What follows belongs to an exercise in optimizing a design on an open flow for small area, a short achievable clock period and few clock cycles; a production flow would make more cautious choices.
The RTL was checked by simulation tests, not by an equivalence proof against the original design.
No activity file was given, so power comes from the tool's default toggle rates.

==> flow/design.v <==
`timescale 1ns/1ps
`default_nettype none
package event_sched_pkg;
    localparam int ADDR_W     = 16;
    localparam int COORD_W    = 8;
    localparam int ROW_STRIDE = 256;
    parameter int HALF_WIN    = 2;
    parameter int QUEUE_DEPTH = 16;
    function automatic logic lt8(input logic [7:0] a, input logic [7:0] b);
        logic r;
        r = 1'b0;
        for (int i = 0; i < 8; i++) r = (~a[i] & b[i]) | (~a[i] & r) | (b[i] & r);
        lt8 = r;
    endfunction
    function automatic logic lt16(input logic [15:0] a, input logic [15:0] b);
        logic r;
        r = 1'b0;
        for (int i = 0; i < 16; i++) r = (~a[i] & b[i]) | (~a[i] & r) | (b[i] & r);
        lt16 = r;
    endfunction
endpackage
`default_nettype wire
`timescale 1ns/1ps
`default_nettype none
module todo_lane (
    input  logic       seg_vld,
    input  logic [7:0] seg_top,
    input  logic [7:0] seg_lo,
    input  logic [7:0] seg_hi,
    input  logic [8:0] row,
    input  logic [7:0] col,
    input  logic [7:0] col_inc,
    output logic       act,
    output logic       cont,
    output logic       cov1,
    output logic       later
);
    logic [9:0] d;      
    logic       ge0, le3, le4, eqm1;
    assign d    = {row[8], row} - {2'b00, seg_top};
    assign ge0  = !d[9];
    assign le4  = ge0 && (d[8:0] <= 9'd4);
    assign le3  = ge0 && (d[8:0] <= 9'd3);
    assign eqm1 = (d == 10'h3ff);
    assign act   = seg_vld && le4 && event_sched_pkg::lt8(col, seg_hi);
    assign cont  = act && !event_sched_pkg::lt8(col_inc, seg_lo);
    assign cov1  = seg_vld && (le3 || eqm1);
    assign later = seg_vld && d[9] && !eqm1;
endmodule
`default_nettype wire
`timescale 1ns/1ps
`default_nettype none
module window_picker #(
    parameter int N = 5
) (
    input  logic [N-1:0]   mask,
    input  logic [N*N-1:0] ord,
    output logic [N-1:0]   pick
);
    always_comb begin
        for (int i = 0; i < N; i++) begin
            pick[i] = mask[i];
            for (int j = 0; j < N; j++) begin
                if (j != i && mask[j] && !ord[i*N+j]) pick[i] = 1'b0;
            end
        end
    end
endmodule
`default_nettype wire
`timescale 1ns/1ps
`default_nettype none
module sched_ctrl (
    input  logic [7:0] ev_top,
    input  logic [7:0] ev_lo,
    input  logic       cur_vld,
    input  logic [7:0] cur_top,
    input  logic [7:0] cur_hc,
    output logic       fresh,
    output logic       merge
);
    assign fresh = !cur_vld || event_sched_pkg::lt16({cur_top, cur_hc}, {ev_top, ev_lo});
    assign merge = cur_vld && (ev_top == cur_top)
                   && !event_sched_pkg::lt8(cur_hc + 8'd5, ev_lo);
endmodule
`default_nettype wire
`timescale 1ns/1ps
`default_nettype none
module event_sched_top #(
    parameter int NS = 3
) (
    input  logic        clk,
    input  logic        rst_n,
    input  logic [15:0] event_addr,
    input  logic        event_valid,
    output logic        event_ready,
    output logic [15:0] window_addr,
    output logic        window_valid,
    input  logic        window_ready
);
    localparam int N = NS + 1;
    logic [N-1:0]  seg_vld;
    logic [7:0]    seg_top [N];
    logic [7:0]    seg_lo  [N];
    logic [7:0]    seg_hi  [N];
    logic [NS-1:0] lo_le [NS];
    logic [7:0]    ev_top;   
    logic [7:0]    ev_lo;
    logic          multi;    
    logic          rdy;      
    logic [15:0]   pos;      
    logic          wv;
    logic          first;    
    logic          fresh, merge;
    logic          room, consume, open_seg;
    logic [NS-1:0] alloc;
    assign event_ready  = rdy;
    assign window_valid = wv;
    assign window_addr  = pos;
    sched_ctrl sched_ctrl_inst (
        .ev_top(ev_top),
        .ev_lo(ev_lo),
        .cur_vld(seg_vld[NS]),
        .cur_top(seg_top[NS]),
        .cur_hc(seg_hi[NS]),
        .fresh(fresh),
        .merge(merge)
    );
    assign room     = !seg_vld[NS] || !(&seg_vld[NS-1:0]);
    assign consume  = !rdy && (!fresh || merge || room);
    assign open_seg = !rdy && fresh && !merge && room;
    always_comb begin
        alloc = '0;
        for (int s = NS - 1; s >= 0; s--) begin
            if (!seg_vld[s]) alloc = NS'(1) << s;
        end
        if (!(open_seg && seg_vld[NS])) alloc = '0;
    end
    logic [8:0]   R;         
    logic [7:0]   C, R1, C1;
    logic [N-1:0] act, cont, cov1, later;
    logic [N*N-1:0] lo_before;
    logic [N-1:0] pick_in, pick_c1;
    logic [7:0]   ht, hc;
    logic         lo_early;
    assign R  = {first, pos[15:8] | {8{first}}};
    assign C  = pos[7:0];
    assign R1 = R[7:0] + 8'd1;
    assign C1 = C + 8'd1;
    for (genvar s = 0; s < NS; s++) begin : g_seg
        todo_lane todo_lane_inst (
            .seg_vld(seg_vld[s]),
            .seg_top(seg_top[s]),
            .seg_lo(seg_lo[s]),
            .seg_hi(seg_hi[s]),
            .row(R),
            .col(C),
            .col_inc(C1),
            .act(act[s]),
            .cont(cont[s]),
            .cov1(cov1[s]),
            .later(later[s])
        );
    end
    assign ht = seg_top[NS];
    assign hc = seg_hi[NS];
    logic       r_eq, r1_eq, r_lt, r1_lt, c1_lt;
    logic [9:0] dr;    
    assign dr    = {R[8], R} - {2'b00, ht};
    assign r_eq  = (dr == 10'd0);
    assign r1_eq = (dr == 10'h3ff);
    assign r_lt  = dr[9];
    assign r1_lt = dr[9] && !r1_eq;
    assign c1_lt = event_sched_pkg::lt8(C1, hc);
    assign act[NS]   = seg_vld[NS] && r_eq && c1_lt;
    assign cont[NS]  = act[NS] && !event_sched_pkg::lt8(C1, seg_lo[NS]);
    assign cov1[NS]  = seg_vld[NS] && r1_eq;
    assign later[NS] = seg_vld[NS] && r1_lt;
    assign lo_early = multi;
    logic [NS-1:0] cur_first;
    always_comb begin
        for (int j = 0; j < NS; j++) begin
            cur_first[j] = !event_sched_pkg::lt8(seg_lo[j], seg_lo[NS]);
        end
    end
    always_comb begin
        for (int i = 0; i < N; i++) begin
            for (int j = 0; j < N; j++) begin
                if (i == NS)      lo_before[i*N+j] = (j == NS) ? 1'b0 : cur_first[j];
                else if (j == NS) lo_before[i*N+j] = !cur_first[i];
                else if (i < j)   lo_before[i*N+j] = lo_le[i][j];
                else              lo_before[i*N+j] = !lo_le[j][i];
            end
        end
    end
    window_picker #(.N(N)) pick_in_inst (.mask(act),   .ord(lo_before),  .pick(pick_in));
    window_picker #(.N(N)) pick_c1_inst (.mask(cov1),  .ord(lo_before),  .pick(pick_c1));
    logic        any_act, any_cont, any_c1, any_l;
    logic [7:0]  lo_in, lo_c1;
    logic        early_in, early_c1;
    logic        due;
    logic [15:0] nxt;
    logic        free;     
    logic        skip;     
    assign any_act  = |act;
    assign any_cont = |cont;
    assign any_c1   = |cov1;
    assign any_l    = |later;
    always_comb begin
        lo_in = '0; lo_c1 = '0;
        for (int s = 0; s < N; s++) begin
            lo_in    = lo_in    | ({8{pick_in[s]}} & seg_lo[s]);
            lo_c1    = lo_c1    | ({8{pick_c1[s]}} & seg_lo[s]);
        end
    end
    assign early_in = act[NS] && (!pick_in[NS] || lo_early);
    assign early_c1 = !pick_c1[NS] || lo_early;
    always_comb begin
        if (any_act) begin
            nxt = {R[7:0], any_cont ? C1 : lo_in};
            due = r_lt || (r_eq && (any_cont ? c1_lt : early_in));
        end else if (any_c1) begin
            nxt = {R1, lo_c1};
            due = r1_lt || (r1_eq && early_c1);
        end else begin
            nxt = {R1, 8'hff};
            due = 1'b0;
        end
    end
    assign free = !wv || window_ready;
    assign skip = !any_act && !any_c1 && any_l;
    always_ff @(posedge clk) begin
        if (rdy && event_valid) begin
            ev_top <= event_addr[15:8] - 8'd2;
            ev_lo  <= event_addr[7:0] - 8'd2;
        end
        for (int s = 0; s < NS; s++) begin
            if (alloc[s]) begin
                seg_top[s] <= seg_top[NS];
                seg_lo[s]  <= seg_lo[NS];
                seg_hi[s]  <= seg_hi[NS] + 8'd4;
                for (int j = 0; j < NS; j++) begin
                    if (j < s) lo_le[j][s] <= !cur_first[j];
                    if (j > s) lo_le[s][j] <= cur_first[j];
                end
            end
        end
        if (open_seg) begin
            seg_top[NS] <= ev_top;
            seg_lo[NS]  <= ev_lo;
            multi       <= 1'b0;
        end else if (consume && fresh) begin
            multi       <= 1'b1;
        end
        if (consume && fresh) begin
            seg_hi[NS] <= ev_lo;
        end
        if (free && (due || skip)) begin
            pos <= nxt;
        end
    end
    always_ff @(posedge clk or negedge rst_n) begin
        if (!rst_n) begin
            seg_vld <= '0;
            rdy     <= 1'b1;
            wv      <= 1'b0;
            first   <= 1'b1;
        end else begin
            seg_vld[NS-1:0] <= (seg_vld[NS-1:0] & (act[NS-1:0] | cov1[NS-1:0] | later[NS-1:0]))
                               | alloc;
            if (open_seg) seg_vld[NS] <= 1'b1;
            rdy <= rdy ? !event_valid : consume;
            if (free) begin
                wv <= due;
                if (due || skip) first <= 1'b0;
            end
        end
    end
endmodule
`default_nettype wire
==> flow/flow/run.sh <==
#!/bin/bash
# The standard layout, with faster port buffers than the default choice, a
# clock tree without dummy loads, and timing repair aiming well past the
# clock period's needs.
set -euo pipefail
export BUFFER_PORTS_ARGS="-buffer_cell sky130_fd_sc_hd__buf_1"
export CTS_ARGS="-sink_clustering_enable -repair_clock_nets -buf_list sky130_fd_sc_hd__clkbuf_8 -dont_use_dummy_load"
export RECOVER_POWER=100
bash standard.sh SETUP_SLACK_MARGIN=10.4 finish > standard_flow.log 2>&1
==> flow/standard.sh <==
#!/bin/bash
# synth_recipe.tcl (not shown) runs the flow's synth.tcl, then flattens the netlist and writes it again
# the make line also repeats each setting of config.mk as NAME=value (left out here)
make -C /OpenROAD-flow-scripts/flow DESIGN_CONFIG=/design/flow/config.mk WORK_HOME=/design/flow/orfs CLKGATE_MAP_FILE= SYNTH_SCRIPT=/design/flow/synth_recipe.tcl "${@:-finish}"
==> flow/config.mk <==
export PLATFORM = sky130hd
export DESIGN_NAME = event_sched_top
export DESIGN_NICKNAME = event_sched_top
export VERILOG_FILES = /design/flow/design.v
export SDC_FILE = /design/flow/constraint.sdc
export NUM_CORES = 8
export LEC_CHECK = 0
export ABC_AREA = 1
export CAP_MARGIN = 20
export CORE_MARGIN = 2
export CORE_UTILIZATION = 40
export CTS_BUF_LIST = sky130_fd_sc_hd__clkbuf_8
export SETUP_SLACK_MARGIN = 0.5
export SLEW_MARGIN = 20
==> flow/constraint.sdc <==
create_clock -name core_clock -period 14.5 [get_ports {clk}]
set_input_delay 2.9000 -clock core_clock [delete_from_list [all_inputs] [get_ports {clk}]]
set_output_delay 2.9000 -clock core_clock [all_outputs]
set_load 0.01 [all_outputs]
==> run notes, run 1 <==
TritonCTS built the clock tree. The run did not pass the layout checks because of max-capacitance violations, max-slew violations. For this run, the slowest stage of the critical path takes 0.70 ns.

The clock arrives with roughly 0.03 ns of skew. The endpoint identified for the worst register-to-register timing path is pos[15]$_DFFE_PP_. Measured against its own limit, the worst slew margin works out to -18.96%.

The hold path startpoint is ev_top[3]$_DFFE_PP_. The remaining global-route overflow came out at 0. The layout has roughly 2400 filler cells. The worst setup slack for register-to-register paths came out at just under 10 ns. The fraction of registers with async set or reset after synthesis came out at around 5%. For this run, the post-layout net count is 1253.

The H-tree depth came out at 4. The final max-slew violation count is 25. The number of cells traversed by the worst register-to-register path is 21.

The number of global-route vias before repair came out at ~7400. The via count of the routed design came out at about 7900. The number of clock buffers inserted by TritonCTS is 17. The launch point of the worst reg-to-reg path is first$_DFFE_PN1P_.

Counting tap cells, the placed design contains a total of 1459 instances. The detailed placer's ending HPWL is approximately 20000 um. The top-level port count came out at 38. The most used flip-flop cell after synthesis is edfxtp_1.

The final critical-path share of the clock period is between 30% and 40%. The count of cells along the worst hold path is 0. The number of instances in the synthesized netlist is 1107. The clock tree buffer depth is 2. The number of cell rows came out at 56. After detailed routing, the number of vias per cell comes to ~5.3. The portion of the post-synthesis area used by sequential elements is between 40% and 50%. In the routed design, unresolved DRC markers number 0.

The initial antenna violation count is 0. The required time of the critical path is 14.58 ns. The clock slew at the register clock pins of the worst setup and hold paths is 0.08 ns. Clock latency on the worst-skew pair, taken at its later pin, is ~0.46 ns.

The global-route total usage across every layer came out at roughly a fifth. The biggest fanout along the worst timing path came out at 8. The last weighted congestion value of the routability-driven placer is between 0.9 and 1. The number of synthesized flops with an enable pin came out at about 130.

Summed over all failing endpoints, the final setup total negative slack is 0 ns. The number of DRC markers in iteration 0 is between 800 and 900. STA classifies the critical path endpoint as a register.

The sum of routed wire length over all layers is around 25000 um. Summed over all cells, the static leakage comes to ~4.5 nW. The remaining number of nets flagged by the antenna check after routing is 0. The pin count of the biggest net entering global routing is 25. Once the floorplan was initialized, standard cells occupied around two fifths of the core.

The total area inside the core boundary comes to approximately 0.023 mm^2. The highest achievable clock rate is between 0.2 and 0.25 GHz. The average wire per cell in the routed design came out at 16.90 um. The worst min-delay path endpoint is seg_top[3][3]$_DFFE_PP_. The height of the die came out at approximately 160 um. The cell at the root of the clock tree is clkbuf_8. Power spread over the standard cell area amounts to around 150 mW/mm^2. The reported max-cap violation count came out at 1. The synthesized netlist net count came out at about 1200. Setup repair after global routing left no endpoint under its margin. The slew at the pin with the worst max-slew slack came out at roughly 1.8 ns. The number of flip-flops and latches in the synthesized netlist came out at about 140.

During placement, the flow inserted port buffers numbering 37. The completed layout was analyzed and its total power is 1.549 mW. The dominant cell type by count on the critical path is nand2_1.

The category of the worst setup path launch point is a register. Tracing the worst setup path back leads to its startpoint at first$_DFFE_PN1P_. The total clock sinks came out at 139. The synthesized area per cell is ~8.6 um^2. The arrival time of the worst setup path came out at just under 5 ns. The number of search-and-repair iterations in the first detailed-routing pass came out at 5. The tightest hold path in the finished design has a slack of approximately 0.48 ns. The setup slack after layout is roughly 9.8 ns. The cell area after synthesis came out at between 0.009 and 0.01 mm^2. The peak supply drop came out at roughly 0.064 mV. The number of antenna diodes in the final layout is 0. Setup violations remaining at the end of the flow were counted as 0.

The total count of hold-check failures in the final report came out at 0. The flow ran to the end, but the layout failed its checks. The setup slack at placement came out at approximately 9.5 ns. The count of placed standard cells in the final layout, fillers left out came out at 1499.

For this design, the slowest cell found on the critical path is dfstp_1. The signal on the critical path passes through nor2_1 -> ha_1 -> fa_1 -> o21ai_0 -> nand2_1 -> a21oi_1 -> nor2_1 -> xor2_1 -> nand4_1 -> nor2_1 -> nand2_1 -> nor2_1 -> nand2_1 -> inv_1 -> nand2_1 -> nand2_1 -> nand2_1 -> nand2_1 -> nand2_1 -> a21oi_1 -> clkbuf_1. The critical path in this run is classified as register to register.

The horizontal die dimension is 158.4 um. The area of the die came out at roughly 0.025 mm^2. The post-route netlist has 11.78% of its cells at a drive strength greater than 1. During synthesis, Yosys emitted a total of 12 warnings.

The minimum period implied by the final worst setup slack is about 4.7 ns. Counting distinct cell types in the post-synthesis netlist gives 58. The area added between synthesis and finish came out at 9.867%. The min-delay analysis places its worst path in the category register to register. The first-pass GRT wire length came out at just under 40000 um.
[timing repair]
action                                  in CTS  in global routing
pin swaps                                    1                 11
buffers inserted                             7                 14
hold buffers                                 0                  0
resized for setup                            5                 30
gates cloned                                 0                  1
endpoints found under the setup margin      28                 50
[stage by stage]
step / cell area, um^2 / utilization [%]
after floorplan: 9539 / -
after global placement: 10040 / 42.91
after detailed placement: 10040 / 42.91
after CTS: 10360 / 44.28
after global routing: 10480 / 44.77
final: 10480 / 44.77
[synthesized netlist by cell type (all sizes together) (18+ instances only)]
master    n  area, um^2
o22ai    34       212.7
nor3     21       141.4
o21ai    77       411.7
nand4    26       175.2
nor2     77       350.3
xor2     35       306.5
a21oi    66       394.1
xnor2    19       166.4
edfxtp  131        3934
nand3    43       237.7
inv     202       758.2
o211ai   18       155.1
nand2   233       912.1
ha       47       588.1
[worst max-delay path, delay by kind of cell, from the launching register on]
kind	cells	cell delay, ns
fa+ha+maj	2	0.67
buf+inv	2	0.61
simple gates	13	1.42
compound gates	3	0.73
flops	1	0.70
xor+xnor	1	0.24
[worst max-delay path by stage]
| stage | end | depth (start not counted) |
|---|---|---|
| after floorplan | pos[0]$_DFFE_PP_ | 23 |
| after global placement | pos[1]$_DFFE_PP_ | 22 |
| after detailed placement | pos[1]$_DFFE_PP_ | 22 |
| after CTS | event_ready | 1 |
| after global routing | pos[12]$_DFFE_PP_ | 21 |
| final | pos[15]$_DFFE_PP_ | 21 |
[registers in the layout (all words and copies together), names as in the netlist]
name	flops
ev_lo	8
seg_lo	32
first	1
seg_vld	4
seg_top	32
seg_hi	32
pos	16
rdy	1
lo_le	3
ev_top	8
multi	1
wv	1
[layout make-up]
cell class / count / area [um^2] / area share [%]
inverter: 204 / 767.0 / 7.321
multi-input combinational: 758 / 4636 / 44.25
sequential: 139 / 4131 / 39.44
clock buffer: 17 / 234.0 / 2.233
timing repair buffer: 62 / 309.0 / 2.950
tap: 319 / 399.1 / 3.810
[placed cells by master, fill, tap and decap left out, types with 8 or more instances in the layout]
cell type | netlist | final
inv_1 | 187 | 178
ha_1 | 47 | 45
nand2_2 | 9 | 8
clkbuf_8 | 1 | 17
nand4_1 | 24 | 24
a21oi_1 | 55 | 53
a21oi_2 | 8 | 10
edfxtp_1 | 131 | 131
o221ai_1 | 8 | 8
or2_2 | 9 | 9
o21ai_0 | 50 | 56
o211ai_1 | 14 | 14
xor2_1 | 35 | 35
buf_4 | 0 | 18
nor2_1 | 64 | 64
nand2_1 | 222 | 223
o21ai_1 | 20 | 15
nor3_1 | 15 | 15
xnor2_1 | 19 | 18
buf_1 | 0 | 35
inv_2 | 15 | 22
o22ai_1 | 34 | 34
nand3_1 | 40 | 39
[routing by layer]
metal / vias to the layer above / track usage (%) / wire length [um]
li1: 3898 / - / -
met1: 3724 / 28.86 / 11820
met2: 248 / 32.63 / 11680
met3: 34 / 3.266 / 1381
met4: 0 / 6.049 / 452
met5: - / 0 / 0
[logic make-up (layout without fill, tap and decap cells)]
group / Yosys count / count (layout) / share of synthesized area (%)
buffers and inverters: 210 / 283 / 8.555
AO/OA/AOI/OAI: 227 / 227 / 15.04
flip-flops: 139 / 139 / 43.33
AND/OR/NAND/NOR: 423 / 423 / 20.77
XOR/XNOR: 54 / 54 / 4.960
adder cells (fa/ha/maj): 54 / 54 / 7.348
[where the power goes]
group | switching (mW) | internal, mW
Clock | 0.133 | 0.103
Combinational | 0.492 | 0.278
Sequential | 0.0378 | 0.505
Testbench counts, summed over its fixed seeds: cycles 16,698.
==> inputs of run 2 (changes only) <==
--- a/flow/flow/run.sh
+++ b/flow/flow/run.sh
@@ -5,5 +5,4 @@
 set -euo pipefail
 export BUFFER_PORTS_ARGS="-buffer_cell sky130_fd_sc_hd__buf_1"
 export CTS_ARGS="-sink_clustering_enable -repair_clock_nets -buf_list sky130_fd_sc_hd__clkbuf_8 -dont_use_dummy_load"
-export RECOVER_POWER=100
 bash standard.sh SETUP_SLACK_MARGIN=10.4 finish > standard_flow.log 2>&1
--- a/flow/config.mk
+++ b/flow/config.mk
@@ -10,5 +10,6 @@
 export CORE_MARGIN = 2
 export CORE_UTILIZATION = 40
 export CTS_BUF_LIST = sky130_fd_sc_hd__clkbuf_8
+export PLACE_DENSITY = 0.95
 export SETUP_SLACK_MARGIN = 0.5
 export SLEW_MARGIN = 20
==> run 2 against run 1 <==
  * The run now finishes clean
  * Sequential share of layout area down 0.41 points
  * Power grew 2.8%
  * Maximum frequency is 17% higher
  * Largest power group unchanged
==> run notes, run 2 <==
The cell area after synthesis came to 0.009535 mm^2 (unchanged). The area growth from synthesis to layout is 11.04%. Yosys instantiated no cell more often than nand2_1. The number of cell rows came out at 56 (unchanged). The height of the die is 158.4 um (unchanged). The tightest min-delay check is of the register to register type. The number of buffers added on ports is 37 (unchanged). The pin count of the biggest net entering global routing is 25 (unchanged). By startpoint and endpoint, the worst setup path is classified as register to output port. Among cell families on the critical path, the largest total delay comes from flip-flops. The number of synthesized flops with an enable pin was 131 (unchanged). The root buffer cell chosen for the clock tree is clkbuf_8. The run finished with no timing, DRC or antenna violations. The total power came out at 1.593 mW (+2.8%).

The minimum period implied by the final worst setup slack came out at 4.062 ns (-0.6778 ns). The total number of yosys warnings is 12 (unchanged). The final max-slew violation count is 0 (-100%).

The top-level port count came out at 38 (unchanged). The H-tree depth came out at 4 (unchanged). The global-route total usage across every layer came out at 20.03% (-0.46 points). The area of the die came to 0.02509 mm^2 (unchanged). The sequential cell area came out at 0.004131 mm^2 (unchanged). Traced cell by cell, the critical path runs through clkbuf_2. The number of buffers and inverters on the critical path is 1 (-1).

The number of clock buffers inserted by TritonCTS is 17 (unchanged). The detailed-route DRC error count came out at 0 (unchanged). The number of diodes came out at 0 (unchanged). The required time of the critical path came to 11.60 ns (-2.98 ns). The total clock sinks is 139 (unchanged). The category of the worst setup path launch point is a register.

The biggest fanout along the worst timing path is 3 (-5). The starting density of the core came to 40.75% (unchanged). The first-pass GRT wire length came out at 38890 um (-0.70%). The initial antenna violation count came to 0 (unchanged).

The highest achievable clock rate came out at 0.2462 GHz (+17%). The total of fill cells in the finished design came out at 2178 (-8.1%). The power density of the placed cells came to 150.4 mW/mm^2 (+1.7%). Yosys attributes the largest share of cell area to edfxtp_1 (41%), nand2_1 (8.7%), inv_1 (7.4%).

Counting instances in the post-synthesis netlist gives the leading cell types as nand2_1 (222), inv_1 (187), edfxtp_1 (131). The ratio of routed vias to standard cells came out at 5.638 (+6.9%). The worst setup path is captured at an output port. The slew at the pin with the worst max-slew slack came out at 0.6600 ns (-1.124 ns).

The arrival time of the worst setup path came to 1.16 ns (-3.66 ns). The post-route clock skew was 0.02749 ns (-0.001664 ns). The number of global-route vias before repair came out at 7942 (+7.4%). In the synthesized netlist the dominant register cell turns out to be edfxtp_1. The fraction of final layout cells sized beyond drive strength 1 is 13.46% (+1.7 points). The number of nets in the final layout is 1254 (+0.080%).

Setup repair after global routing left no endpoint under its margin. The number of DRC markers in iteration 0 came out at 982 (+18%). The largest stage delay on the critical path came out at 0.57 ns (-0.13 ns). The count of distinct cell types in the synthesized netlist is 58 (unchanged). The average wire per cell in the routed design was 16.68 um (-1.3%).

The portion of the post-synthesis area used by sequential elements was 43.33% (unchanged). The largest registers in the layout are seg_hi: 32 flops, seg_lo: 32 flops, seg_top: 32 flops. The fraction of registers with async set or reset after synthesis came out at 5.036% (unchanged). The horizontal die dimension came out at 158.4 um (unchanged).

The core region area came out at 0.02340 mm^2 (unchanged). The headroom to the max-slew limit came out at 55.95% (+75 points). The remaining global-route overflow came to 0 (unchanged). The peak supply drop came out at 0.07130 mV (+12%). The clock tree buffer depth was 2 (unchanged). The slowest cell on the critical path is dfstp_2. The synthesized area per cell came out at 8.614 um^2 (unchanged). The remaining number of nets flagged by the antenna check after routing came to 0 (unchanged). Leaving out fill and tap cells, the most frequent cells in the layout are nand2_1 (221), inv_1 (180), edfxtp_1 (131). The number of search-and-repair iterations in the first detailed-routing pass is 6 (+1). The leakage power summed over all cells is 4.533 nW (+0.94%). The synthesized netlist net count came out at 1178 (unchanged). The area of the multi-input gates came out at 0.004700 mm^2 (+1.4%). The number of instances in the synthesized netlist is 1107 (unchanged). The insertion delay of the later-clocked pin in the worst-skew pair came out at 0.47 ns (about the same). The detailed placer's ending HPWL came to 18750 um (-4.3%). The portion of synthesized cell area occupied by the leading cell type came out at 41.25% (unchanged). The final setup violation count came out at 0 (unchanged). The total count of hold-check failures in the final report came out at 0 (unchanged). The via count of the routed design was 8457 (+7.0%). The largest total area in the synthesized netlist belongs to edfxtp_1. The post-route setup TNS came out at 0 ns (unchanged). TritonCTS built the clock tree. The library cell used most frequently in the layout, excluding fill and tap cells, is nand2_1.

The sum of routed wire length over all layers came out at 25030 um (-1.2%). The clock slew at the register clock pins of the worst setup and hold paths came out at 0.07 ns (about the same). The reported max-cap violation count came out at 0 (-1). The final critical-path share of the clock period came to 28.01% (-4.7 points). The last weighted congestion value of the routability-driven placer is 1.053 (+12%).

The number of flip-flops and latches in the synthesized netlist came out at 139 (unchanged).
## run 2: cell counts after synthesis
Identical to the previous run, type by type.
## run 2: worst paths after layout
check / cells past startpoint / end / slack [ns] / from
max in group asynchronous: 1 / first$_DFFE_PN1P_ / 11.75 / rst_n
min in group asynchronous: 1 / wv$_DFFE_PN0P_ / 2.38 / rst_n
min reg2reg: 0 / seg_top[3][3]$_DFFE_PP_ / 0.48 / ev_top[3]$_DFFE_PP_
max reg2reg: 23 / pos[6]$_DFFE_PP_ / 10.55 / first$_DFFE_PN1P_
max: 1 / event_ready / 10.44 / rdy$_DFF_PN1_
min: 0 / seg_top[3][3]$_DFFE_PP_ / 0.48 / ev_top[3]$_DFFE_PP_
## run 2: layer usage
layer	track usage [%]	vias up	part of all wire, %
li1	-	3913	-
met1	25.23	3920	39
met2	32.67	514	47
met3	4.845	110	9.9
met4	9.095	0	4.2
met5	0	-	0
## run 2: logic make-up after synthesis
kind of cell	count (synthesis)	share of synthesized area [%]
AO/OA/AOI/OAI	227	15.04
XOR/XNOR	54	4.960
adder cells (fa/ha/maj)	54	7.348
buffers and inverters	210	8.555
flip-flops	139	43.33
AND/OR/NAND/NOR	423	20.77
## run 2: area by class of cell
class / count / share of cell area [%]
clock buffers: 17 / 2.210
flip-flops and latches: 139 / 39.02
well taps: 319 / 3.770
repair buffers: 63 / 3.309
multi-input cells: 758 / 44.39
inverters: 204 / 7.303
## run 2: power by group
| part | internal, mW | switching, mW | total [mW] |
|---|---|---|---|
| Sequential | 0.505 | 0.0387 | 0.543 |
| Combinational | 0.297 | 0.523 | 0.820 |
| Clock | 0.103 | 0.127 | 0.230 |
| Total | 0.904 | 0.688 | 1.59 |
## run 2: timing repair
item | 4_1_cts | 5_1_grt
endpoints found under the setup margin | 25 | 78
hold buffers | 0 | 0
gates resized for setup | 4 | 28
setup buffers | 7 | 17
pin swaps | 1 | 7
## run 2: worst register-to-register path: cells and delay by family, from the launching register on
kind / cells / cell delay, ns
DFF: 1 / 0.38
buffers and inverters: 5 / 0.63
and+or+nand+nor: 14 / 1.82
adders and majority gates: 1 / 0.42
AOI/OAI and AO/OA: 3 / 0.41
## run 2: per-stage QoR
stage	hold WS, ns	cell area, um^2	setup WS, ns	utilization, %	std cells
finish	0.4790	10590	10.44	45.24	1500
global placement	0.4559	10030	9.784	42.88	1458
global route	0.4925	10590	10.36	45.24	1500
CTS	0.4831	10340	10.40	44.19	1482
detailed placement	0.4683	10030	9.603	42.88	1458
floorplan	0.4450	9539	10.52	-	1107
==> inputs of run 3 (changes only) <==
--- a/flow/config.mk
+++ b/flow/config.mk
@@ -10,6 +10,6 @@
 export CORE_MARGIN = 2
 export CORE_UTILIZATION = 40
 export CTS_BUF_LIST = sky130_fd_sc_hd__clkbuf_8
-export PLACE_DENSITY = 0.95
+export PLACE_DENSITY = 0.85
 export SETUP_SLACK_MARGIN = 0.5
 export SLEW_MARGIN = 20
==> run 3 against run 2 <==
  * Sequential share of layout area up 0.26 points
  * Non-clock buffer count fell by 4
  * Synthesized area did not move
  * Combinational power shrank 4.1%
  * Clock power about the same
  * Largest power group unchanged
==> run notes, run 3 <==
Ranked by total cell area, the synthesized netlist is headed by edfxtp_1 (41%), nand2_1 (8.7%), inv_1 (7.4%). The post-layout instance area was 0.01052 mm^2 (-0.67%). The number of search-and-repair iterations in the first detailed-routing pass is 8 (+2).

The number of synthesized flops with an enable pin came out at 131 (unchanged). The sequential cell area came to 0.004131 mm^2 (unchanged). The via count of the routed design came to 8129 (-3.9%).

The number of placed cells counting well taps came out at 1460 (+0.14%). The largest stage delay on the critical path is 0.52 ns (-0.05 ns). The total clock sinks is 139 (unchanged). The number of instances in the synthesized netlist was 1107 (unchanged). The fraction of the core area covered by cells at the end of the flow came out at 44.94% (-0.30 points). The fraction of final layout cells sized beyond drive strength 1 came out at 12.57% (-0.89 points). TritonCTS built the clock tree.

The synthesized netlist net count is 1178 (unchanged). The number of flip-flops and latches in the synthesized netlist is 139 (unchanged). The ratio of routed vias to standard cells came out at 5.434 (-3.6%). The setup slack after layout came out at 10.45 ns (+0.01210 ns). The most frequent cell after synthesis is nand2_1. The highest achievable clock rate came out at 0.2469 GHz (+0.30%). Counting instances in the post-synthesis netlist gives the leading cell types as nand2_1 (222), inv_1 (187), edfxtp_1 (131). The number of buffers and inverters on the critical path is 1 (unchanged). The pin count of the biggest net entering global routing is 25 (unchanged). The run finished with no timing, DRC or antenna violations. The reported max-cap violation count was 0 (unchanged).

The synthesized area per cell came out at 8.614 um^2 (unchanged). The category of the worst setup path launch point is a register. The type of element capturing the critical path is an output port.

The cell area after synthesis came out at 0.009535 mm^2 (unchanged). The number of global-route vias before repair is 7591 (-4.4%). Setup repair after global routing left no endpoint under its margin. The count of distinct cell types in the synthesized netlist came out at 58 (unchanged). The total of fill cells in the finished design came out at 2268 (+4.1%).

The number of diodes is 0 (unchanged). The final critical-path share of the clock period came out at 27.93% (-0.083 points). The number of clock buffers inserted by TritonCTS is 17 (unchanged).

The fraction of registers with async set or reset after synthesis is 5.036% (unchanged). The setup slack at placement is 9.750 ns (+0.1467 ns). The number of buffers added on ports is 37 (unchanged). The total number of yosys warnings came out at 12 (unchanged).

Summed over all instances, the cell type with the most area after synthesis is edfxtp_1. In the layout the commonest cells are nand2_1 (221), inv_1 (180), edfxtp_1 (131). The number of nets in the final layout is 1250 (-0.32%). The area added between synthesis and finish came out at 10.29%.

The portion of synthesized cell area occupied by the leading cell type is 41.25% (unchanged). The largest registers in the layout are seg_hi: 32 flops, seg_lo: 32 flops, seg_top: 32 flops. The worst hold margin is 0.4803 ns (+0.001324 ns).

The clock tree buffer depth came to 2 (unchanged). The leakage power summed over all cells is 4.503 nW (-0.64%). The arrival time of the worst setup path is 1.15 ns (about the same). The minimum period implied by the final worst setup slack is 4.050 ns (-0.01210 ns). The remaining global-route overflow is 0 (unchanged). The cell at the root of the clock tree is clkbuf_8.

The post-route setup TNS came out at 0 ns (unchanged). The peak supply drop is 0.08279 mV (+16%). The final setup violation count is 0 (unchanged).

In this design, the largest share of critical-path delay is due to flip-flops. The slew at the pin with the worst max-slew slack is 0.6240 ns (-0.03604 ns). The clock slew at the register clock pins of the worst setup and hold paths is 0.07 ns (about the same).

Leaving out fill and tap cells, the most frequent cell in the layout is nand2_1. The top-level port count is 38 (unchanged). The horizontal die dimension came out at 158.4 um (unchanged). The final max-slew violation count is 0 (unchanged). The post-route clock skew came out at 0.02791 ns (+0.0004196 ns). The headroom to the max-slew limit is 58.36% (+2.4 points).

The height of the die is 158.4 um (unchanged). The remaining number of nets flagged by the antenna check after routing is 0 (unchanged). The worst hold-check path type is register to register. The biggest fanout along the worst timing path is 3 (unchanged). The H-tree depth came out at 4 (unchanged). The area of the die is 0.02509 mm^2 (unchanged). The initial antenna violation count is 0 (unchanged). The critical path goes through buf_1. The last weighted congestion value of the routability-driven placer came to 0.9694 (-7.9%). The sum of routed wire length over all layers came out at 24390 um (-2.5%). The starting density of the core is 40.75% (unchanged). The total power came out at 1.559 mW (-2.1%). The area of the multi-input gates came out at 0.004652 mm^2 (-1.0%). The portion of the post-synthesis area used by sequential elements is 43.33% (unchanged). The detailed placer's ending HPWL came out at 19030 um (+1.5%). The number of cell rows is 56 (unchanged). The first-pass GRT wire length is 38020 um (-2.2%).

The required time of the critical path came out at 11.60 ns (about the same). The power density of the placed cells was 148.2 mW/mm^2 (-1.5%). The global-route total usage across every layer came out at 19.73% (-0.30 points). The average wire per cell in the routed design is 16.30 um (-2.3%). The slowest cell on the critical path is edfxtp_1. The worst setup path category is register to output port. The core region area came to 0.02340 mm^2 (unchanged). The detailed-route DRC error count came out at 0 (unchanged). The number of DRC markers in iteration 0 is 810 (-18%). The placed cell area is 0.01005 mm^2 (+0.15%). The insertion delay of the later-clocked pin in the worst-skew pair came to 0.46 ns (about the same). The most used flip-flop cell after synthesis is edfxtp_1. The count of placed standard cells in the final layout, fillers left out is 1496 (-0.27%). The total count of hold-check failures in the final report came to 0 (unchanged).
==> run 3: worst paths after layout <==
path	from	endpoint	slack (ns)	depth (start not counted)
worst min register to register	ev_lo[4]$_DFFE_PP_	seg_hi[3][4]$_DFFE_PP_	0.48	0
worst max-delay path	pos[6]$_DFFE_PP_	window_addr[6]	10.45	1
min in group asynchronous	rst_n	wv$_DFFE_PN0P_	2.40	1
worst min-delay path	ev_lo[4]$_DFFE_PP_	seg_hi[3][4]$_DFFE_PP_	0.48	0
max in group asynchronous	rst_n	seg_vld[2]$_DFF_PN0_	11.72	1
worst max register to register	first$_DFFE_PN1P_	pos[12]$_DFFE_PP_	10.55	20
==> run 3: final cells by class <==
type                            instances  share of cell area (%)
Inverter                              204                   7.388
Multi-Input combinational cell        758                   44.24
Timing Repair Buffer                   59                   3.070
Clock buffer                           17                   2.225
Tap cell                              319                   3.795
Sequential cell                       139                   39.29
==> run 3: repair_timing <==
action | in CTS | in global routing
hold buffers | 0 | 0
pin swaps | 1 | 10
buffers inserted | 6 | 13
gates resized for setup | 2 | 21
setup endpoints to repair | 18 | 77
hold endpoints to repair | 0 | 0
==> run 3: report_power, final <==
part | switching [mW] | leakage (nW) | total (mW) | internal (mW)
Clock | 0.127 | 0.122 | 0.230 | 0.103
Sequential | 0.0379 | 1.29 | 0.543 | 0.505
Combinational | 0.501 | 3.09 | 0.786 | 0.285
==> run 3: cells by family (layout without fill, tap and decap cells) <==
group | after synthesis | after routing | share of synthesized area (%)
buffers and inverters | 210 | 280 | 8.555
xor gates and xnor gates | 54 | 54 | 4.960
adders and majority gates | 54 | 54 | 7.348
and+or+nand+nor | 423 | 423 | 20.77
AOI/OAI and AO/OA | 227 | 227 | 15.04
DFF | 139 | 139 | 43.33
==> run 3: layer usage <==
metal	up-vias	track usage [%]	share of wire, %
met2	376	32.98	47
met4	0	7.336	2.7
met3	52	3.593	7.5
met5	-	0	0
met1	3805	25.61	43
li1	3896	-	-
==> inputs of run 4 (changes only) <==
--- a/flow/config.mk
+++ b/flow/config.mk
@@ -8,8 +8,7 @@
 export ABC_AREA = 1
 export CAP_MARGIN = 20
 export CORE_MARGIN = 2
-export CORE_UTILIZATION = 40
+export CORE_UTILIZATION = 55
 export CTS_BUF_LIST = sky130_fd_sc_hd__clkbuf_8
-export PLACE_DENSITY = 0.85
 export SETUP_SLACK_MARGIN = 0.5
 export SLEW_MARGIN = 20
==> run 4 against run 3 <==
  * Final area is 1.2% higher
  * Sequential power hardly changed
  * Power is 3.6% higher
  * Worst setup slack worse by 0.0053 ns
  * Critical endpoint is now window_addr[3]
  * Largest power group unchanged
==> run notes, run 4 <==
The number of buffers added on ports is 37 (unchanged). The fraction of final layout cells sized beyond drive strength 1 is 14.67% (+2.1 points). Traced cell by cell, the critical path runs through buf_1. The area growth from synthesis to layout is 11.56%.

The internal power came out at 933.0 uW (+4.5%). The number of buffers and inverters on the critical path came out at 1 (unchanged). The post-route setup TNS came to 0 ns (unchanged). The number of search-and-repair iterations in the first detailed-routing pass is 5 (-3). The H-tree depth came out at 4 (unchanged). The category of the worst setup path launch point is a register.

The final setup violation count is 0 (unchanged). Clock tree synthesis selected as its root buffer the cell clkbuf_8. The global-route total usage across every layer came to 27.92% (+8.2 points). The starting density of the core is 55.71% (+15 points). The largest stage delay on the critical path came out at 0.52 ns (about the same). The top-level port count is 38 (unchanged). The count of distinct cell types in the synthesized netlist came out at 58 (unchanged).

The detailed-route DRC error count is 0 (unchanged). The minimum period implied by the final worst setup slack is 4.055 ns (+0.005300 ns). The switching part of the total came to 42.20% (-0.52 points). The synthesized netlist net count is 1178 (unchanged). The reported max-cap violation count is 0 (unchanged). The remaining global-route overflow is 0 (unchanged). The worst setup path is captured at an output port. The hold buffer count at cts came to 0 (unchanged). The setup slack after layout was 10.45 ns (-0.005300 ns). The portion of the post-synthesis area used by sequential elements was 43.33% (unchanged). The required time of the critical path is 11.60 ns (about the same). The ratio of routed vias to standard cells is 5.648 (+4.0%). The worst register-to-register path begins at first$_DFFE_PN1P_. The horizontal die dimension came to 135.7 um (-14%). The final critical-path share of the clock period is 27.97% (+0.037 points). The arrival time of the worst setup path is 1.16 ns (about the same). The worst hold path begins at ev_top[0]$_DFFE_PP_. The total number of yosys warnings came out at 12 (unchanged). The biggest fanout along the worst timing path is 6 (+3). The total clock sinks came to 139 (unchanged). The flow ran to the end and the layout has no timing, DRC or antenna violations. The number of instances in the synthesized netlist came out at 1107 (unchanged). The total count of hold-check failures in the final report came out at 0 (unchanged).

The remaining number of nets flagged by the antenna check after routing was 0 (unchanged). The number of synthesized flops with an enable pin is 131 (unchanged). Setup repair after global routing left no endpoint under its margin. The final max-slew violation count came out at 0 (unchanged).

The synthesized area per cell is 8.614 um^2 (unchanged). The average wire per cell in the routed design is 17.53 um (+7.5%). The portion of synthesized cell area occupied by the leading cell type came out at 41.25% (unchanged). The sequential share of power came to 33.6% (-1.2 points). The highest achievable clock rate came out at 0.2466 GHz (-0.13%). After synthesis, the most frequently instantiated cells are nand2_1 (222), inv_1 (187), edfxtp_1 (131). The cell area after synthesis came out at 0.009535 mm^2 (unchanged). The power density of the placed cells is 151.8 mW/mm^2 (+2.4%).

The slowest stage of the critical path is the edfxtp_1 cell. The number of DRC markers in iteration 0 is 788 (-2.7%). The setup slack at placement came out at 9.625 ns (-0.1247 ns). The number of clock buffers inserted by TritonCTS is 17 (unchanged). The combinational cell fraction of total power is 52.0% (+1.6 points).

Among all cell types in the netlist, the one instantiated most often is nand2_1. The number of nets in the final layout is 1259 (+0.72%). The count of cells along the worst hold path was 0 (unchanged). The number of flip-flops and latches in the synthesized netlist came out at 139 (unchanged).

The first-pass GRT wire length is 38660 um (+1.7%). The endpoint identified for the worst register-to-register timing path is pos[5]$_DFFE_PP_. The tightest min-delay check is of the register to register type. The initial antenna violation count came out at 0 (unchanged). The total power came to 1.614 mW (+3.6%). The fraction of registers with async set or reset after synthesis was 5.036% (unchanged). The largest registers in the layout are seg_hi: 32 flops, seg_lo: 32 flops, seg_top: 32 flops. The proportion of power drawn by the clock network came out at 14.4% (-0.4 points). The clock slew at the register clock pins of the worst setup and hold paths is 0.07 ns (about the same). The number of diodes is 0 (unchanged). The number of cell rows came out at 48 (-14%). The core region area is 0.01712 mm^2 (-27%).

The path with the worst hold slack has its endpoint at seg_top[3][0]$_DFFE_PP_. The last weighted congestion value of the routability-driven placer is 0.9446 (-2.6%). TritonCTS built the clock tree. The largest delay contributor family on the critical path is flip-flops. The sum of routed wire length over all layers came out at 24740 um (+1.4%). The detailed placer's ending HPWL is 19270 um (+1.3%).

The leakage power summed over all cells came out at 4.570 nW (+1.5%). The worst hold margin came out at 0.4861 ns (+0.005775 ns). The worst setup path category is register to output port. The post-route clock skew is 0.02314 ns (-0.004778 ns). The cell type with the largest total area after synthesis is edfxtp_1.

The clock tree buffer depth is 2 (unchanged). The pin count of the biggest net entering global routing came out at 25 (unchanged). The number of cells traversed by the worst register-to-register path is 22 (+10%). The count of placed standard cells in the final layout, fillers left out came out at 1411 (-5.7%). The insertion delay of the later-clocked pin in the worst-skew pair came out at 0.45 ns (about the same). The slew at the pin with the worst max-slew slack came out at 0.6849 ns (+0.06095 ns). The peak supply drop is 0.1189 mV (+44%). The headroom to the max-slew limit came out at 54.34% (-4.0 points). The number of placed cells counting well taps came out at 1365 (-6.5%). The number of global-route vias before repair is 7509 (-1.1%). The area of the die is 0.01841 mm^2 (-27%).

After synthesis, the cell types taking the most area are edfxtp_1 (41%), nand2_1 (8.7%), inv_1 (7.4%). The via count of the routed design came out at 7970 (-2.0%). The power dissipated by switching net loads is 681.3 uW (+2.3%). The library cell used most frequently in the layout, excluding fill and tap cells, is nand2_1. The height of the die is 135.7 um (-14%). The worst setup slack for register-to-register paths came out at 10.60 ns (+0.05 ns). For this run, the leading register cell type out of synthesis is edfxtp_1. The top cell types in the final layout, fill and taps aside, are nand2_1 (220), inv_1 (178), edfxtp_1 (131).
run 4: cell counts after synthesis:
No cell type changed its count.
run 4: per-stage QoR:
stage / utilization [%] / area (um^2)
floorplan: - / 9539
global placement: 57.98 / 9925
detailed placement: 57.98 / 9925
CTS: 59.82 / 10240
global route: 62.15 / 10640
finish: 62.15 / 10640
run 4: timing repair:
item	in CTS	in global routing
setup buffers	7	21
cloned	0	0
resized for setup	3	45
endpoints found under the setup margin	20	73
pin swaps	1	15
run 4: cell type report:
cell class,count,area [um^2]
Inverter,204,779.5
Sequential cell,139,4131
Clock buffer,17,234.0
Tap cell,225,281.5
Multi-Input combinational cell,758,4767
Fill cell,1528,6479
Timing Repair Buffer,68,444.2
run 4: cells by family after synthesis:
logic type,share of synthesized area (%)
AOI/OAI and AO/OA,15.04
xor gates and xnor gates,4.960
adders and majority gates,7.348
buffers and inverters,8.555
DFF,43.33
and+or+nand+nor,20.77
run 4: worst max path at each step:
stage | startpoint | endpoint | slack, ns | cells past startpoint
6_report | pos[3]$_DFFE_PP_ | window_addr[3] | 10.45 | 1
5_1_grt | first$_DFFE_PN1P_ | pos[5]$_DFFE_PP_ | 10.40 | 24
4_1_cts | pos[8]$_DFFE_PP_ | pos[5]$_DFFE_PP_ | 10.41 | 13
3_5_place_dp | first$_DFFE_PN1P_ | pos[2]$_DFFE_PP_ | 9.62 | 20
3_3_place_gp | first$_DFFE_PN1P_ | pos[1]$_DFFE_PP_ | 9.72 | 20
2_1_floorplan | first$_DFFE_PN1P_ | pos[0]$_DFFE_PP_ | 10.52 | 23
run 4: layer usage:
metal | routed length, um | global-route usage (%) | up-vias | part of all wire [%]
li1 | - | - | 3918 | -
met1 | 11520 | 40.78 | 3733 | 47
met2 | 10850 | 41.55 | 290 | 44
met3 | 1959 | 6.173 | 29 | 7.9
met4 | 409 | 8.623 | 0 | 1.7
met5 | 0 | 0 | - | 0
run 4: power groups by stage:
stage	registers, mW	clock network [mW]	logic (mW)
after floorplan	0.542	0	0.554
after global placement	0.549	0	0.712
after detailed placement	0.550	0	0.718
after CTS	0.540	0.237	0.735
after global routing	0.548	0.252	0.929
final	0.542	0.233	0.839
==> inputs of run 5 (changes only) <==
--- a/flow/config.mk
+++ b/flow/config.mk
@@ -8,7 +8,7 @@
 export ABC_AREA = 1
 export CAP_MARGIN = 20
 export CORE_MARGIN = 2
-export CORE_UTILIZATION = 55
+export CORE_UTILIZATION = 70
 export CTS_BUF_LIST = sky130_fd_sc_hd__clkbuf_8
 export SETUP_SLACK_MARGIN = 0.5
 export SLEW_MARGIN = 20
==> run 5 against run 4 <==
  * Critical endpoint is now window_addr[7]
  * Register-to-register slack worse by 0.10 ns
  * Core utilization increased by 18 points
  * Still clean on timing, DRC and antenna
  * Maximum frequency barely moved
  * Wire length is 0.36% higher
  * Worst hold slack got worse by 0.015 ns
  * Non-clock buffer count increased by 1
==> run notes, run 5 <==
The number of buffers and inverters on the critical path came out at 1 (unchanged). The arrival time of the worst setup path came out at 1.16 ns (about the same). The total number of yosys warnings is 12 (unchanged). For this run, the leading register cell type out of synthesis is edfxtp_1.

Sorting the synthesized cells by area gives the leading types as edfxtp_1 (41%), nand2_1 (8.7%), inv_1 (7.4%). The clock slew at the register clock pins of the worst setup and hold paths came out at 0.07 ns (about the same). The global-route total usage across every layer came out at 33.89% (+6.0 points).

The final setup violation count is 0 (unchanged). The power density of the placed cells came out at 156.2 mW/mm^2 (+3.0%). The average wire per cell in the routed design came out at 18.21 um (+3.9%). In the layout the commonest cells are nand2_1 (219), inv_1 (176), edfxtp_1 (131).

The detailed-route DRC error count is 0 (unchanged). The synthesized netlist net count came to 1178 (unchanged). The remaining global-route overflow is 0 (unchanged). The setup slack after layout came to 10.44 ns (-0.002800 ns). In this run the critical register-to-register path is launched from first$_DFFE_PN1P_. The via count of the routed design came to 8402 (+5.4%). The minimum period implied by the final worst setup slack is 4.058 ns (+0.002800 ns). The leakage power summed over all cells is 4.577 nW (+0.15%). The number of synthesized flops with an enable pin was 131 (unchanged). STA classifies the critical path endpoint as an output port. The largest total area in the synthesized netlist belongs to edfxtp_1. For this design, the slowest cell found on the critical path is edfxtp_1.

The total count of hold-check failures in the final report is 0 (unchanged). The startpoint of the most critical setup path is pos[7]$_DFFE_PP_. The clock tree buffer depth came out at 2 (unchanged). The fraction of registers with async set or reset after synthesis came out at 5.036% (unchanged). The initial antenna violation count is 0 (unchanged). The peak supply drop is 0.1088 mV (-8.5%). The sequential cell area is 0.004135 mm^2 (about the same). The largest registers in the layout are seg_hi: 32 flops, seg_lo: 32 flops, seg_top: 32 flops.

The area of the multi-input gates is 0.004856 mm^2 (+1.9%). The biggest fanout along the worst timing path came out at 3 (-3). The number of cell rows was 42 (-13%). The last weighted congestion value of the routability-driven placer was 0.9570 (+1.3%). The highest achievable clock rate was 0.2464 GHz (about the same).

By instance count, the leading cell after synthesis is nand2_1. The worst setup slack for register-to-register paths came to 10.50 ns (-0.10 ns). The flow ran to the end and the layout has no timing, DRC or antenna violations. The number of buffers added on ports is 37 (unchanged). Traced cell by cell, the critical path runs through buf_1.

The number of cells traversed by the worst register-to-register path is 20 (-9.1%). The library cell used most frequently in the layout, excluding fill and tap cells, is nand2_1. The total of fill cells in the finished design came to 823 (-46%). The portion of the post-synthesis area used by sequential elements came to 43.33% (unchanged). The tree is rooted in a clkbuf_8.

The final max-slew violation count came out at 0 (unchanged). The remaining number of nets flagged by the antenna check after routing came to 0 (unchanged). The total power came to 1.666 mW (+3.2%).

The H-tree depth came out at 4 (unchanged). The worst hold-check path type is register to register. The area of the die is 0.01457 mm^2 (-21%). The hold buffer count at cts is 0 (unchanged). The number of clock buffers inserted by TritonCTS is 17 (unchanged). The required time of the critical path is 11.60 ns (about the same). The post-route setup TNS was 0 ns (unchanged). The count of distinct cell types in the synthesized netlist is 58 (unchanged). The number of gates on the worst path with buffers counted came out at 1 (unchanged).

By count the netlist is led by nand2_1 (222), inv_1 (187), edfxtp_1 (131). The largest delay contributor family on the critical path is flip-flops. The starting density of the core came out at 71.72% (+16 points). The number of DRC markers in iteration 0 came out at 1145 (+45%). The critical path in this run is classified as register to output port. The slew at the pin with the worst max-slew slack came out at 0.6682 ns (-0.01671 ns). The ratio of routed vias to standard cells is 6.164 (+9.1%). The number of global-route vias before repair is 7683 (+2.3%). The number of nets in the final layout is 1260 (+0.079%). The setup slack at placement came out at 9.530 ns (-0.09497 ns).

The pin count of the biggest net entering global routing is 25 (unchanged). The core region area came to 0.01330 mm^2 (-22%). The insertion delay of the later-clocked pin in the worst-skew pair was 0.45 ns (about the same). The reported max-cap violation count was 0 (unchanged).

TritonCTS built the clock tree. The number of flip-flops and latches in the synthesized netlist came out at 139 (unchanged). In this run the worst setup path terminates at window_addr[7]. The horizontal die dimension was 120.7 um (-11%). The largest stage delay on the critical path came to 0.52 ns (about the same).

The number of diodes came out at 0 (unchanged). The number of instances in the synthesized netlist is 1107 (unchanged). The post-route clock skew came out at 0.01869 ns (-0.004445 ns). The number of search-and-repair iterations in the first detailed-routing pass came out at 8 (+3). The area added between synthesis and finish came out at 11.84%. The final critical-path share of the clock period came out at 27.98% (about the same).

The synthesized area per cell came out at 8.614 um^2 (unchanged). The detailed placer's ending HPWL came out at 18510 um (-4.0%). In this run the critical register-to-register path is captured at pos[4]$_DFFE_PP_.

The height of the die came out at 120.7 um (-11%). The sum of routed wire length over all layers came out at 24830 um (+0.36%). The cell area after synthesis came to 0.009535 mm^2 (unchanged). The portion of synthesized cell area occupied by the leading cell type came out at 41.25% (unchanged). The total clock sinks is 139 (unchanged).

The fraction of final layout cells sized beyond drive strength 1 was 15.67% (+1.0 points). Setup repair after global routing left no endpoint under its margin. The headroom to the max-slew limit came out at 55.36% (+1.0 points). The first-pass GRT wire length came to 37810 um (-2.2%).

STA classifies the critical path startpoint as a register. The top-level port count is 38 (unchanged).
[run 5: logic make-up (layout without fill, tap and decap cells)]
kind of cell	Yosys count	after routing	synth area share, %
compound gates	227	227	15.04
xor+xnor	54	54	4.960
fa+ha+maj	54	54	7.348
buf+inv	210	290	8.555
flops	139	139	43.33
simple gates	423	423	20.77
[run 5: worst min path at each step]
stage | slack, ns | end | depth (start not counted) | start
after floorplan | 0.45 | seg_hi[3][1]$_DFFE_PP_ | 0 | ev_lo[1]$_DFFE_PP_
after global placement | 0.45 | seg_top[3][3]$_DFFE_PP_ | 0 | ev_top[3]$_DFFE_PP_
after detailed placement | 0.47 | seg_top[3][2]$_DFFE_PP_ | 0 | ev_top[2]$_DFFE_PP_
after CTS | 0.48 | seg_top[3][2]$_DFFE_PP_ | 0 | ev_top[2]$_DFFE_PP_
after global routing | 0.50 | seg_top[3][2]$_DFFE_PP_ | 0 | ev_top[2]$_DFFE_PP_
final | 0.47 | seg_top[3][2]$_DFFE_PP_ | 0 | ev_top[2]$_DFFE_PP_
[run 5: report_power, final]
part	internal [mW]	switching (mW)
clock	0.103	0.128
combinational	0.351	0.541
sequential	0.505	0.0381
total	0.959	0.707
[run 5: repair_timing]
action | in CTS | in global routing
setup buffers | 9 | 21
pin swaps | 3 | 22
gates resized for setup | 8 | 61
hold endpoints to repair | 0 | 0
gates cloned | 0 | 1
setup endpoints to repair | 49 | 75
[run 5: layout make-up]
cell class                      instances  share of cell area, %
Clock buffer                           17                  2.194
Multi-Input combinational cell        758                  45.54
Timing Repair Buffer                   69                  4.142
Tap cell                              176                  2.065
Inverter                              204                  7.286
Sequential cell                       139                  38.78
[run 5: through the flow]
stage / area, um^2 / std cells / hold slack (ns) / utilization [%]
detailed placement: 9856 / 1315 / 0.4674 / 74.13
floorplan: 9539 / 1107 / 0.4450 / -
finish: 10660 / 1363 / 0.4713 / 80.21
global route: 10660 / 1363 / 0.5037 / 80.21
CTS: 10200 / 1341 / 0.4801 / 76.74
global placement: 9856 / 1315 / 0.4540 / 74.13
[run 5: layer usage]
metal  GRT usage (%)  vias up  routed length [um]
met1           48.10     3928                9940
met5               0        -                   0
met2           53.50      497               11500
met3           5.613       59                2815
li1                -     3918                   -
met4           10.97        0                 567
==> inputs of run 6 (changes only) <==
--- a/flow/flow/run.sh
+++ b/flow/flow/run.sh
@@ -5,4 +5,5 @@
 set -euo pipefail
 export BUFFER_PORTS_ARGS="-buffer_cell sky130_fd_sc_hd__buf_1"
 export CTS_ARGS="-sink_clustering_enable -repair_clock_nets -buf_list sky130_fd_sc_hd__clkbuf_8 -dont_use_dummy_load"
+export SETUP_MOVE_SEQUENCE="unbuffer,sizeup,swap"
 bash standard.sh SETUP_SLACK_MARGIN=10.4 finish > standard_flow.log 2>&1
--- a/flow/config.mk
+++ b/flow/config.mk
@@ -8,7 +8,7 @@
 export ABC_AREA = 1
 export CAP_MARGIN = 20
 export CORE_MARGIN = 2
-export CORE_UTILIZATION = 70
+export CORE_UTILIZATION = 40
 export CTS_BUF_LIST = sky130_fd_sc_hd__clkbuf_8
 export SETUP_SLACK_MARGIN = 0.5
 export SLEW_MARGIN = 20
==> run 6 against run 5 <==
  * Clock power grew 2%
  * Cell count grew 8.4%
  * Clock skew grew 0.010 ns
  * Maximum frequency shrank 2.5%
  * Critical path depth grew 14
  * Power shrank 6.2%
  * Synthesized cell count is the same
  * Core utilization shrank 35 points
  * Largest cell class unchanged
  * Largest power group unchanged
  * Highest routed layer unchanged
==> run notes, run 6 <==
The run finished with no timing, DRC or antenna violations. From synthesis to final layout, the design area changed by 10.52%. The synthesized-area fraction occupied by xor and xnor cells is 4.960% (unchanged). The arrival time of the worst setup path came out at 4.23 ns (+3.07 ns).

The number of diodes is 0 (unchanged). TritonCTS built the clock tree. The number of flip-flops and latches in the synthesized netlist is 139 (unchanged). The slew at the pin with the worst max-slew slack is 0.7124 ns (+0.04418 ns). The highest achievable clock rate is 0.2403 GHz (-2.5%). The number of instances in the synthesized netlist came to 1107 (unchanged). The share of the synthesized area in compound gates (AO/OA/AOI/OAI) came out at 15.04% (unchanged). The number of clock buffers inserted by TritonCTS was 17 (unchanged). The required time of the critical path is 14.57 ns (+2.97 ns). The final critical-path share of the clock period came to 28.69% (+0.71 points). The commonest cells after synthesis are nand2_1 (222), inv_1 (187), edfxtp_1 (131). The area of the die is 0.02509 mm^2 (+72%). The remaining number of nets flagged by the antenna check after routing is 0 (unchanged). The number of buffers inserted by post-CTS setup repair is 0 (-9). The top-level port count came to 38 (unchanged).

The number of synthesized flops with an enable pin is 131 (unchanged). The fraction of met1 tracks used by global routing came out at 28.70% (-19 points). The global routing stage identified its most utilized layer as met2.

The power density of the placed cells was 148.3 mW/mm^2 (-5.1%). The synthesized area per cell came out at 8.614 um^2 (unchanged). The horizontal die dimension is 158.4 um (+31%). The worst setup slack for register-to-register paths is 10.34 ns (-0.16 ns). The worst hold-check path type is register to register. The ratio of routed vias to standard cells is 5.290 (-14%). The peak supply drop was 0.06435 mV (-41%). The sum of routed wire length over all layers is 25080 um (+1.0%). The detailed-route DRC error count is 0 (unchanged).

The number of buffers added on ports came to 37 (unchanged). The most frequent cell after synthesis is nand2_1. The average wire per cell in the routed design is 16.98 um (-6.8%). The via count of the routed design was 7814 (-7.0%). After synthesis, the largest family of logic cells by area is simple AND/OR/NAND/NOR gates.

The core region area is 0.02340 mm^2 (+76%). The fraction of the mapped netlist area in adder cells was 7.348% (unchanged). The met2 track demand over resource came out at 32.94% (-21 points). The post-route clock skew is 0.02911 ns (+0.01042 ns). The total number of yosys warnings is 12 (unchanged). The minimum period implied by the final worst setup slack is 4.161 ns (+0.1029 ns). The number of nets in the final layout was 1231 (-2.3%). The starting density of the core is 40.75% (-31 points).

The largest stage delay on the critical path was 0.75 ns (+0.23 ns). The total clock sinks is 139 (unchanged). The portion of synthesized cell area occupied by the leading cell type is 41.25% (unchanged). Setup repair after global routing could not meet its margin everywhere. The biggest fanout along the worst timing path came out at 16 (+13). The last weighted congestion value of the routability-driven placer came out at 0.9438 (-1.4%). The count of distinct cell types in the synthesized netlist came out at 58 (unchanged). The remaining global-route overflow came out at 0 (unchanged). In the final layout, the registers with the most flip-flops are seg_hi: 32 flops, seg_lo: 32 flops, seg_top: 32 flops. The category of the worst setup path launch point is a register. The headroom to the max-slew limit came out at 52.51% (-2.9 points). The post-route setup TNS came out at 0 ns (unchanged). The clock slew at the register clock pins of the worst setup and hold paths was 0.08 ns (about the same). The number of DRC markers in iteration 0 is 798 (-30%).

For this run, the leading register cell type out of synthesis is edfxtp_1. The first-pass GRT wire length is 39150 um (+3.6%). The number of global-route vias before repair was 7418 (-3.4%). The cell at the root of the clock tree is clkbuf_8. Leaving out fill and tap cells, the most frequent cells in the layout are nand2_1 (219), inv_1 (180), edfxtp_1 (131). The H-tree depth was 4 (unchanged). The setup slack at placement is 9.548 ns (+0.01833 ns). The height of the die came out at 158.4 um (+31%). The library cell used most frequently in the layout, excluding fill and tap cells, is nand2_1. The fraction of final layout cells sized beyond drive strength 1 came out at 12.69% (-3.0 points). The reported max-cap violation count came out at 0 (unchanged). The cell area after synthesis came out at 0.009535 mm^2 (unchanged).

The global routing usage on met3 came out at 3.130% (-2.5 points). The synthesized netlist net count is 1178 (unchanged). The cell type with the largest total area after synthesis is edfxtp_1. The portion of the post-synthesis area used by sequential elements came to 43.33% (unchanged). The number of cell rows is 56 (+33%). The slowest stage of the critical path belongs to the cell dfstp_4. The total count of hold-check failures in the final report came out at 0 (unchanged). The number of search-and-repair iterations in the first detailed-routing pass is 5 (-3).

The fraction of registers with async set or reset after synthesis is 5.036% (unchanged). The final setup violation count is 0 (unchanged). The clock tree buffer depth came to 2 (unchanged). The pin count of the biggest net entering global routing came out at 25 (unchanged). The setup slack after layout came out at 10.34 ns (-0.1029 ns). The leakage power summed over all cells is 4.441 nW (-3.0%). The global-route total usage across every layer is 20.48% (-13 points). The simple-gate share of the synthesized area is 20.77% (unchanged). The type of element capturing the critical path is a register. The signal on the critical path passes through nor2_4 -> ha_4 -> fa_2 -> o21ai_2 -> nand4_1 -> o211ai_1 -> xor2_1 -> inv_1 -> o211ai_1 -> nor2_4 -> nor3_2 -> nand2_8 -> nor2_1 -> nand2_1 -> a21oi_4.

The insertion delay of the later-clocked pin in the worst-skew pair came out at 0.46 ns (about the same). The worst setup path category is register to register. The initial antenna violation count is 0 (unchanged). The detailed placer's ending HPWL is 19590 um (+5.8%). By area the synthesized netlist is led by edfxtp_1 (41%), nand2_1 (8.7%), inv_1 (7.4%). The final max-slew violation count was 0 (unchanged). The hold buffer count at cts is 0 (unchanged).

The multiplexer fraction of the synthesized cell area came to 0% (unchanged).
[run 6: cell counts after synthesis]
Identical to the previous run, type by type.
[run 6: report_power, final]
part	switching, mW	internal [mW]
Clock	0.133	0.103
Combinational	0.502	0.281
Sequential	0.0398	0.505
[run 6: layout make-up]
type                       instances  area (um^2)
tap                              319        399.1
sequential                       139         4135
clock buffer                      17        234.0
inverter                         204        772.0
fill                            2348        12860
timing repair buffer              40        197.7
multi-input combinational        758         4801
[run 6: cells by family after synthesis]
group,count (synthesis)
and+or+nand+nor,423
AOI/OAI and AO/OA,227
buffers and inverters,210
DFF,139
xor gates and xnor gates,54
adders and majority gates,54
[run 6: repair_timing]
item | 4_1_cts | 5_1_grt
pin swaps | 21 | 15
gates cloned | 0 | 0
gates resized for setup | 36 | 19
endpoints found under the setup margin | 28 | 52
[run 6: per-layer routing]
metal / up-vias / wire length (um) / share of wire [%]
li1: 3856 / - / -
met1: 3688 / 11780 / 47
met2: 238 / 11550 / 46
met3: 32 / 1289 / 5.1
met4: 0 / 459 / 1.8
met5: - / 0 / 0
[run 6: worst paths after layout]
check | depth (start not counted) | endpoint | from
worst min-delay path | 0 | seg_top[3][3]$_DFFE_PP_ | ev_top[3]$_DFFE_PP_
worst min register to register | 0 | seg_top[3][3]$_DFFE_PP_ | ev_top[3]$_DFFE_PP_
worst max register to register | 15 | pos[10]$_DFFE_PP_ | first$_DFFE_PN1P_
worst max-delay path | 15 | pos[10]$_DFFE_PP_ | first$_DFFE_PN1P_
min in group asynchronous | 1 | seg_vld[3]$_DFFE_PN0P_ | rst_n
max in group asynchronous | 1 | seg_vld[1]$_DFF_PN0_ | rst_n
[run 6: worst max-delay path: cells and delay by family (launching register included)]
family	cells	cell delay, ns
buf+inv	1	0.09
compound gates	4	0.97
flops	1	0.75
xor+xnor	1	0.21
simple gates	7	1.21
fa+ha+maj	2	0.55
[run 6: through the flow]
step	std cells	cell area, um^2	hold WS (ns)	power [mW]	util (%)
2_1_floorplan	1107	9539	0.4450	1.096	-
3_3_place_gp	1459	10040	0.4610	1.267	42.91
3_5_place_dp	1459	10040	0.4664	1.273	42.91
4_1_cts	1476	10420	0.4867	1.541	44.52
5_1_grt	1477	10540	0.5076	1.678	45.03
6_report	1477	10540	0.4833	1.563	45.03

-- afterwards: timing with drivers on the ports --
No port has a modelled driver above. Below, the same layouts with a new extraction and two added sets of constraints.
Step 1, drivers: a clkbuf_16 drives clk and a buf_2 each remaining input, both assumed.
Step 2 also shifts input and output timing later by t, the mid clock arrival at the registers, as if the neighbouring blocks saw the same clock.
Slacks: no drivers / after step 1 / after step 2; pairs: no drivers / after step 1.
run	shift t [ns]	setup slack, ns	latest minus earliest clock arrival (ns)	worst slew at a driven data input, ns
run 1	0.485	9.760 / 9.760 / 9.760	0.029 / 0.029	0.03
run 2	0.490	10.438 / 10.400 / 10.553	0.028 / 0.027	0.04
run 3	0.484	10.450 / 10.415 / 10.555	0.028 / 0.028	0.03
run 4	0.477	10.445 / 10.404 / 10.555	0.027 / 0.028	0.03
run 5	0.485	10.442 / 10.399 / 10.495	0.019 / 0.019	0.03
run 6	0.483	10.339 / 10.322 / 10.339	0.029 / 0.029	0.03
